Context: an optimization exercise on an open-source flow, tuned for small area. The choices shown serve that exercise and are no tape-out recipe.
The RTL was checked by simulation tests, not by an equivalence proof against the original design.
Power is estimated from default activity; no workload was simulated.

==> run Y: inputs <==
==> flow/design.v <==
`default_nettype none
module crack_sched #(
    parameter int NENG = 2
) (
    input  logic                clk,
    input  logic                rst_n,
    input  logic                en,
    output logic                rdy,
    output logic [23:0]         key,
    output logic                key_valid,
    output logic [7:0]          ct_addr,
    input  logic [7:0]          ct_rddata,
    output logic [NENG-1:0]     eng_en,
    input  logic [NENG-1:0]     eng_rdy,
    input  logic [24*NENG-1:0]  eng_key,
    input  logic [NENG-1:0]     eng_key_valid,
    input  logic [8*NENG-1:0]   eng_ct_addr,
    output logic [8*NENG-1:0]   eng_ct_rddata
);
    typedef enum logic [1:0] {
        IDLE   = 2'd0,
        COPY   = 2'd1,
        LAUNCH = 2'd2,
        RUN    = 2'd3
    } state_t;
    state_t            state_q, state_d;
    logic [7:0]        ct_addr_q, ct_addr_d;
    logic [7:0]        wr_addr_q, wr_addr_d;
    logic [7:0]        len_q, len_d;
    logic              first_q, first_d;
    logic              skip_q, skip_d;
    logic [NENG-1:0]   done_q, done_d;
    logic [NENG-1:0]   eng_en_q, eng_en_d;
    logic [23:0]       key_q, key_d;
    logic              key_valid_q, key_valid_d;
    logic [8*NENG-1:0] eng_ct_rddata_q, eng_ct_rddata_d;
    logic              buf_we;
    logic [7:0]        buf_waddr;
    logic [7:0]        buf_wdata;
    logic [7:0]        len_eff;
    logic [NENG-1:0]   done_now;
    logic [NENG-1:0]   hit;
    logic [23:0]       key_sel;
    logic [7:0]        ct_buf [256];
    always_comb begin
        state_d     = state_q;
        ct_addr_d   = ct_addr_q;
        wr_addr_d   = wr_addr_q;
        len_d       = len_q;
        first_d     = first_q;
        skip_d      = skip_q;
        done_d      = done_q;
        eng_en_d    = '0;
        key_d       = key_q;
        key_valid_d = key_valid_q;
        buf_we      = 1'b0;
        buf_waddr   = wr_addr_q;
        buf_wdata   = ct_rddata;
        len_eff     = (wr_addr_q == 8'd0) ? ct_rddata : len_q;
        done_now    = done_q | (skip_q ? {NENG{1'b0}} : eng_rdy);
        hit         = done_now & eng_key_valid;
        key_sel     = '0;
        for (int i = NENG - 1; i >= 0; i--) begin
            if (hit[i]) key_sel = eng_key[24*i +: 24];
        end
        case (state_q)
            IDLE: begin
                if (en) begin
                    state_d     = COPY;
                    ct_addr_d   = 8'd0;
                    wr_addr_d   = 8'd0;
                    len_d       = 8'd0;
                    first_d     = 1'b1;
                    key_d       = '0;
                    key_valid_d = 1'b0;
                end
            end
            COPY: begin
                if (first_q) begin
                    first_d   = 1'b0;
                    ct_addr_d = ct_addr_q + 8'd1;
                end else begin
                    buf_we = 1'b1;
                    if (wr_addr_q == 8'd0) len_d = ct_rddata;
                    if (wr_addr_q == len_eff) begin
                        state_d = LAUNCH;
                    end else begin
                        wr_addr_d = wr_addr_q + 8'd1;
                        if (ct_addr_q != len_eff) ct_addr_d = ct_addr_q + 8'd1;
                    end
                end
            end
            LAUNCH: begin
                if (|eng_en_q) begin
                    state_d = RUN;
                    skip_d  = 1'b1;
                    done_d  = '0;
                end else if (&eng_rdy) begin
                    eng_en_d = '1;
                end
            end
            RUN: begin
                skip_d = 1'b0;
                done_d = done_now;
                if (|hit) begin
                    key_d       = key_sel;
                    key_valid_d = 1'b1;
                    state_d     = IDLE;
                end else if (&done_now) begin
                    key_d       = '0;
                    key_valid_d = 1'b0;
                    state_d     = IDLE;
                end
            end
            default: state_d = IDLE;
        endcase
    end
    generate
        for (genvar g = 0; g < NENG; g++) begin : g_rd_port
            assign eng_ct_rddata_d[8*g +: 8] = ct_buf[eng_ct_addr[8*g +: 8]];
        end
    endgenerate
    always_ff @(posedge clk) begin
        if (buf_we) ct_buf[buf_waddr] <= buf_wdata;
    end
    always_ff @(posedge clk or negedge rst_n) begin
        if (!rst_n) begin
            state_q         <= IDLE;
            ct_addr_q       <= '0;
            wr_addr_q       <= '0;
            len_q           <= '0;
            first_q         <= 1'b0;
            skip_q          <= 1'b0;
            done_q          <= '0;
            eng_en_q        <= '0;
            key_q           <= '0;
            key_valid_q     <= 1'b0;
            eng_ct_rddata_q <= '0;
        end else begin
            state_q         <= state_d;
            ct_addr_q       <= ct_addr_d;
            wr_addr_q       <= wr_addr_d;
            len_q           <= len_d;
            first_q         <= first_d;
            skip_q          <= skip_d;
            done_q          <= done_d;
            eng_en_q        <= eng_en_d;
            key_q           <= key_d;
            key_valid_q     <= key_valid_d;
            eng_ct_rddata_q <= eng_ct_rddata_d;
        end
    end
    assign rdy           = (state_q == IDLE);
    assign key           = key_q;
    assign key_valid     = key_valid_q;
    assign ct_addr       = ct_addr_q;
    assign eng_en        = eng_en_q;
    assign eng_ct_rddata = eng_ct_rddata_q;
endmodule
`default_nettype wire
==> flow/run.sh <==
#!/bin/bash
# synth_recipe.tcl (not shown) runs the flow's synth.tcl, then flattens the netlist and writes it again
# the make line also repeats each setting of config.mk as NAME=value (left out here)
make -C /OpenROAD-flow-scripts/flow DESIGN_CONFIG=/design/flow/config.mk WORK_HOME=/design/flow/orfs CLKGATE_MAP_FILE= SYNTH_SCRIPT=/design/flow/synth_recipe.tcl finish
==> flow/config.mk <==
export PLATFORM = sky130hd
export DESIGN_NAME = crack_sched
export DESIGN_NICKNAME = crack_sched
export VERILOG_FILES = /design/flow/design.v
export SDC_FILE = /design/flow/constraint.sdc
export NUM_CORES = 4
export LEC_CHECK = 0
export CAP_MARGIN = 20
export CORE_MARGIN = 2
export CORE_UTILIZATION = 40
export SLEW_MARGIN = 20
==> flow/constraint.sdc <==
create_clock -name core_clock -period 5.0 [get_ports {clk}]
set_input_delay 1.0000 -clock core_clock [delete_from_list [all_inputs] [get_ports {clk}]]
set_output_delay 1.0000 -clock core_clock [all_outputs]
set_load 0.01 [all_outputs]
==> inputs of run X, as changes to run Y <==
--- a/flow/design.v
+++ b/flow/design.v
@@ -27,3 +27,2 @@
     logic [7:0]        ct_addr_q, ct_addr_d;
-    logic [7:0]        wr_addr_q, wr_addr_d;
     logic [7:0]        len_q, len_d;
@@ -35,6 +34,5 @@
     logic              key_valid_q, key_valid_d;
-    logic [8*NENG-1:0] eng_ct_rddata_q, eng_ct_rddata_d;
-    logic              buf_we;
-    logic [7:0]        buf_waddr;
-    logic [7:0]        buf_wdata;
+    logic [7:0]        tm_q;
+    logic [255:0][7:0] ring_q;
+    logic [7:0]        pos_q [NENG];
     logic [7:0]        len_eff;
@@ -43,3 +41,2 @@
     logic [23:0]       key_sel;
-    logic [7:0]        ct_buf [256];
     always_comb begin
@@ -47,3 +44,2 @@
         ct_addr_d   = ct_addr_q;
-        wr_addr_d   = wr_addr_q;
         len_d       = len_q;
@@ -55,6 +51,3 @@
         key_valid_d = key_valid_q;
-        buf_we      = 1'b0;
-        buf_waddr   = wr_addr_q;
-        buf_wdata   = ct_rddata;
-        len_eff     = (wr_addr_q == 8'd0) ? ct_rddata : len_q;
+        len_eff     = (tm_q == 8'd0) ? ct_rddata : len_q;
         done_now    = done_q | (skip_q ? {NENG{1'b0}} : eng_rdy);
@@ -70,4 +63,2 @@
                     ct_addr_d   = 8'd0;
-                    wr_addr_d   = 8'd0;
-                    len_d       = 8'd0;
                     first_d     = 1'b1;
@@ -82,8 +73,6 @@
                 end else begin
-                    buf_we = 1'b1;
-                    if (wr_addr_q == 8'd0) len_d = ct_rddata;
-                    if (wr_addr_q == len_eff) begin
+                    len_d = len_eff;
+                    if (tm_q == len_eff) begin
                         state_d = LAUNCH;
                     end else begin
-                        wr_addr_d = wr_addr_q + 8'd1;
                         if (ct_addr_q != len_eff) ct_addr_d = ct_addr_q + 8'd1;
@@ -117,10 +106,21 @@
     end
+    always_ff @(posedge clk) begin
+        if (state_q == IDLE && en) tm_q <= 8'hff;
+        else                      tm_q <= tm_q + 8'd1;
+        ring_q <= {ring_q[254:0], (state_q == COPY) ? ct_rddata : ring_q[255]};
+    end
     generate
         for (genvar g = 0; g < NENG; g++) begin : g_rd_port
-            assign eng_ct_rddata_d[8*g +: 8] = ct_buf[eng_ct_addr[8*g +: 8]];
+            always_ff @(posedge clk) pos_q[g] <= tm_q - eng_ct_addr[8*g +: 8];
+            logic [255:0] sel;
+            crack_sched_dec u_dec (.pos(pos_q[g]), .sel(sel));
+            for (genvar b = 0; b < 8; b++) begin : g_bit
+                logic [255:0] col;
+                for (genvar j = 0; j < 256; j++) begin : g_col
+                    assign col[j] = ring_q[j][b];
+                end
+                crack_sched_col u_col (.sel(sel), .d(col), .y(eng_ct_rddata[8*g + b]));
+            end
         end
     endgenerate
-    always_ff @(posedge clk) begin
-        if (buf_we) ct_buf[buf_waddr] <= buf_wdata;
-    end
     always_ff @(posedge clk or negedge rst_n) begin
@@ -129,3 +129,2 @@
             ct_addr_q       <= '0;
-            wr_addr_q       <= '0;
             len_q           <= '0;
@@ -137,3 +136,2 @@
             key_valid_q     <= 1'b0;
-            eng_ct_rddata_q <= '0;
         end else begin
@@ -141,3 +139,2 @@
             ct_addr_q       <= ct_addr_d;
-            wr_addr_q       <= wr_addr_d;
             len_q           <= len_d;
@@ -149,11 +146,38 @@
             key_valid_q     <= key_valid_d;
-            eng_ct_rddata_q <= eng_ct_rddata_d;
         end
     end
-    assign rdy           = (state_q == IDLE);
-    assign key           = key_q;
-    assign key_valid     = key_valid_q;
-    assign ct_addr       = ct_addr_q;
-    assign eng_en        = eng_en_q;
-    assign eng_ct_rddata = eng_ct_rddata_q;
+    assign rdy       = (state_q == IDLE);
+    assign key       = key_q;
+    assign key_valid = key_valid_q;
+    assign ct_addr   = ct_addr_q;
+    assign eng_en    = eng_en_q;
+endmodule
+module crack_sched_dec (
+    input  logic [7:0]   pos,
+    output logic [255:0] sel
+);
+    assign sel = 256'd1 << pos;
+endmodule
+module crack_sched_col (
+    input  logic [255:0] sel,
+    input  logic [255:0] d,
+    output logic         y
+);
+    logic [85:0] xn;
+    for (genvar k = 0; k < 85; k++) begin : g_aoi
+        crack_sched_aoi222 u_aoi (
+            .a0(d[3*k]),   .b0(sel[3*k]),
+            .a1(d[3*k+1]), .b1(sel[3*k+1]),
+            .a2(d[3*k+2]), .b2(sel[3*k+2]),
+            .y(xn[k])
+        );
+    end
+    assign xn[85] = ~(d[255] & sel[255]);
+    assign y = ~&xn;
+endmodule
+module crack_sched_aoi222 (
+    input  logic a0, b0, a1, b1, a2, b2,
+    output logic y
+);
+    assign y = ~((a0 & b0) | (a1 & b1) | (a2 & b2));
 endmodule
--- a/flow/config.mk
+++ b/flow/config.mk
@@ -11 +11,3 @@
 export SLEW_MARGIN = 20
+export SYNTH_HIERARCHICAL = 1
+export SYNTH_MINIMUM_KEEP_SIZE = 0
==> inputs of run G, as changes to run Y <==
--- a/flow/design.v
+++ b/flow/design.v
@@ -27,3 +27,2 @@
     logic [7:0]        ct_addr_q, ct_addr_d;
-    logic [7:0]        wr_addr_q, wr_addr_d;
     logic [7:0]        len_q, len_d;
@@ -35,6 +34,5 @@
     logic              key_valid_q, key_valid_d;
-    logic [8*NENG-1:0] eng_ct_rddata_q, eng_ct_rddata_d;
-    logic              buf_we;
-    logic [7:0]        buf_waddr;
-    logic [7:0]        buf_wdata;
+    logic [7:0]        tm_q;
+    logic [255:0][7:0] ring_q;
+    logic [7:0]        pos_q [NENG];
     logic [7:0]        len_eff;
@@ -43,3 +41,2 @@
     logic [23:0]       key_sel;
-    logic [7:0]        ct_buf [256];
     always_comb begin
@@ -47,3 +44,2 @@
         ct_addr_d   = ct_addr_q;
-        wr_addr_d   = wr_addr_q;
         len_d       = len_q;
@@ -55,6 +51,3 @@
         key_valid_d = key_valid_q;
-        buf_we      = 1'b0;
-        buf_waddr   = wr_addr_q;
-        buf_wdata   = ct_rddata;
-        len_eff     = (wr_addr_q == 8'd0) ? ct_rddata : len_q;
+        len_eff     = (tm_q == 8'd0) ? ct_rddata : len_q;
         done_now    = done_q | (skip_q ? {NENG{1'b0}} : eng_rdy);
@@ -70,4 +63,2 @@
                     ct_addr_d   = 8'd0;
-                    wr_addr_d   = 8'd0;
-                    len_d       = 8'd0;
                     first_d     = 1'b1;
@@ -82,8 +73,6 @@
                 end else begin
-                    buf_we = 1'b1;
-                    if (wr_addr_q == 8'd0) len_d = ct_rddata;
-                    if (wr_addr_q == len_eff) begin
+                    len_d = len_eff;
+                    if (tm_q == len_eff) begin
                         state_d = LAUNCH;
                     end else begin
-                        wr_addr_d = wr_addr_q + 8'd1;
                         if (ct_addr_q != len_eff) ct_addr_d = ct_addr_q + 8'd1;
@@ -117,10 +106,22 @@
     end
+    always_ff @(posedge clk) begin
+        if (state_q == IDLE && en) tm_q <= 8'hff;
+        else                      tm_q <= tm_q + 8'd1;
+        ring_q <= {ring_q[254:0], (state_q == COPY) ? ct_rddata : ring_q[255]};
+    end
     generate
         for (genvar g = 0; g < NENG; g++) begin : g_rd_port
-            assign eng_ct_rddata_d[8*g +: 8] = ct_buf[eng_ct_addr[8*g +: 8]];
+            always_ff @(posedge clk) pos_q[g] <= tm_q - eng_ct_addr[8*g +: 8];
+            logic [15:0] lo, hi;
+            assign lo = 16'd1 << pos_q[g][3:0];
+            assign hi = 16'd1 << pos_q[g][7:4];
+            for (genvar b = 0; b < 8; b++) begin : g_bit
+                logic [255:0] col;
+                for (genvar j = 0; j < 256; j++) begin : g_col
+                    assign col[j] = ring_q[j][b];
+                end
+                crack_sched_col u_col (.lo(lo), .hi(hi), .d(col), .y(eng_ct_rddata[8*g + b]));
+            end
         end
     endgenerate
-    always_ff @(posedge clk) begin
-        if (buf_we) ct_buf[buf_waddr] <= buf_wdata;
-    end
     always_ff @(posedge clk or negedge rst_n) begin
@@ -129,3 +130,2 @@
             ct_addr_q       <= '0;
-            wr_addr_q       <= '0;
             len_q           <= '0;
@@ -137,3 +137,2 @@
             key_valid_q     <= 1'b0;
-            eng_ct_rddata_q <= '0;
         end else begin
@@ -141,3 +140,2 @@
             ct_addr_q       <= ct_addr_d;
-            wr_addr_q       <= wr_addr_d;
             len_q           <= len_d;
@@ -149,11 +147,45 @@
             key_valid_q     <= key_valid_d;
-            eng_ct_rddata_q <= eng_ct_rddata_d;
         end
     end
-    assign rdy           = (state_q == IDLE);
-    assign key           = key_q;
-    assign key_valid     = key_valid_q;
-    assign ct_addr       = ct_addr_q;
-    assign eng_en        = eng_en_q;
-    assign eng_ct_rddata = eng_ct_rddata_q;
+    assign rdy       = (state_q == IDLE);
+    assign key       = key_q;
+    assign key_valid = key_valid_q;
+    assign ct_addr   = ct_addr_q;
+    assign eng_en    = eng_en_q;
+endmodule
+module crack_sched_col (
+    input  logic [15:0]  lo,
+    input  logic [15:0]  hi,
+    input  logic [255:0] d,
+    output logic         y
+);
+    logic [15:0] yn;
+    for (genvar g = 0; g < 16; g++) begin : g_grp
+        crack_sched_grp u_grp (.lo(lo), .hi(hi[g]), .d(d[16*g +: 16]), .yn(yn[g]));
+    end
+    assign y = ~&yn;
+endmodule
+module crack_sched_grp (
+    input  logic [15:0] lo,
+    input  logic        hi,
+    input  logic [15:0] d,
+    output logic        yn
+);
+    logic [5:0] xn;
+    for (genvar k = 0; k < 5; k++) begin : g_aoi
+        crack_sched_aoi222 u_aoi (
+            .a0(d[3*k]),   .b0(lo[3*k]),
+            .a1(d[3*k+1]), .b1(lo[3*k+1]),
+            .a2(d[3*k+2]), .b2(lo[3*k+2]),
+            .y(xn[k])
+        );
+    end
+    assign xn[5] = ~(d[15] & lo[15]);
+    assign yn = ~(hi & ~&xn);
+endmodule
+module crack_sched_aoi222 (
+    input  logic a0, b0, a1, b1, a2, b2,
+    output logic y
+);
+    assign y = ~((a0 & b0) | (a1 & b1) | (a2 & b2));
 endmodule
--- a/flow/config.mk
+++ b/flow/config.mk
@@ -11 +11,3 @@
 export SLEW_MARGIN = 20
+export SYNTH_HIERARCHICAL = 1
+export SYNTH_MINIMUM_KEEP_SIZE = 0
==> flow_metrics.py <==
metrics = {
    "detailed_routing": {
        "routed_wl_mm": 263.3,
    },
    "pwr": {
        "power.share.sequential": 0.418,
        "ir_drop_v": 0.0005661,
    },
    "sta": {
        "setup_viol": 2,
        "setup_slack_ps": -71.63,
    },
    "logic_synthesis": {
        "synthAdderAreaFrac": 0.004832,
        "synthMuxAreaShare": 0.006922,
    },
    "worst_setup_path": {
        "cp.required_ps": 4000,
    },
    "run_status": {
        "outcome": "complete, but fails checks",
        "so_faults": "setup timing",
    },
}
Source of the figures above: run G

==> flow_metrics.py <==
metrics = {
    "sta": {
        "setup_viol": 0,
        "setup_slack_ps": 814.7,
    },
    "logic_synthesis": {
        "synthAdderAreaFrac": 0.001393,
        "synthMuxAreaShare": 0.2390,
        "synth_top_family_by_area": "multiplexers",
        "synth_area_leaders": "edfxtp_1, mux4_2, mux2i_1",
    },
    "worst_setup_path": {
        "cp.required_ps": 5670,
    },
    "detailed_routing": {
        "routed_wl_mm": 322.7,
    },
    "run_status": {
        "outcome": "no timing/DRC/antenna violations",
    },
    "pwr": {
        "power.share.sequential": 0.484,
        "ir_drop_v": 0.0003105,
    },
}
Source of the figures above: run Y

==> flow_metrics.py <==
metrics = {
    "sta": {
        "setup_viol": 16,
        "setup_slack_ps": -526.0,
    },
    "run_status": {
        "outcome": "complete, but fails checks",
        "so_faults": "setup timing",
    },
    "detailed_routing": {
        "routed_wl_mm": 294.6,
    },
    "pwr": {
        "ir_drop_v": 0.0004074,
        "power.share.sequential": 0.440,
    },
    "worst_setup_path": {
        "cp.required_ps": 4000,
    },
    "logic_synthesis": {
        "synthAdderAreaFrac": 0.004780,
        "yosys_most_used_dff": "dfxtp_1",
        "synthMuxAreaShare": 0.006715,
    },
}
Source of the figures above: run X

-- static timing again, ports no longer ideal --
The flow's constraints put no driver on any port. The routed layouts listed below were extracted and timed again, unchanged, in two steps. Step 1 assumes that a clkbuf_16 drives the clock port and a buf_2 every other input. Step 2 moves the port delays by t, midway between the first and last clock arrival at a register: inputs arrive t later, outputs are due t later. That takes back most of the time a late clock gives input paths. a / b / c = no drivers / after step 1 / after step 2; a / b = the first two.
run | t (ns) | setup WS [ns] | worst setup path after step 2 | slew at the worst register clock pin (ns) | cell pins on the clock port's net
run Y | 0.960 | 0.815 / 0.825 / -0.135 | input to register | 0.07 / 0.07 | 1
run X | 0.956 | -0.526 / -0.613 / 0.343 | register to output | 0.07 / 0.07 | 1
run G | 0.909 | -0.072 / -0.152 / 0.757 | register to output | 0.07 / 0.07 | 1
Met with ideal ports but missed after step 2: setup timing in run Y. For run Y, which loses most, drivers alone change the setup slack by +0.010 ns; drivers and shift together by -0.950 ns.
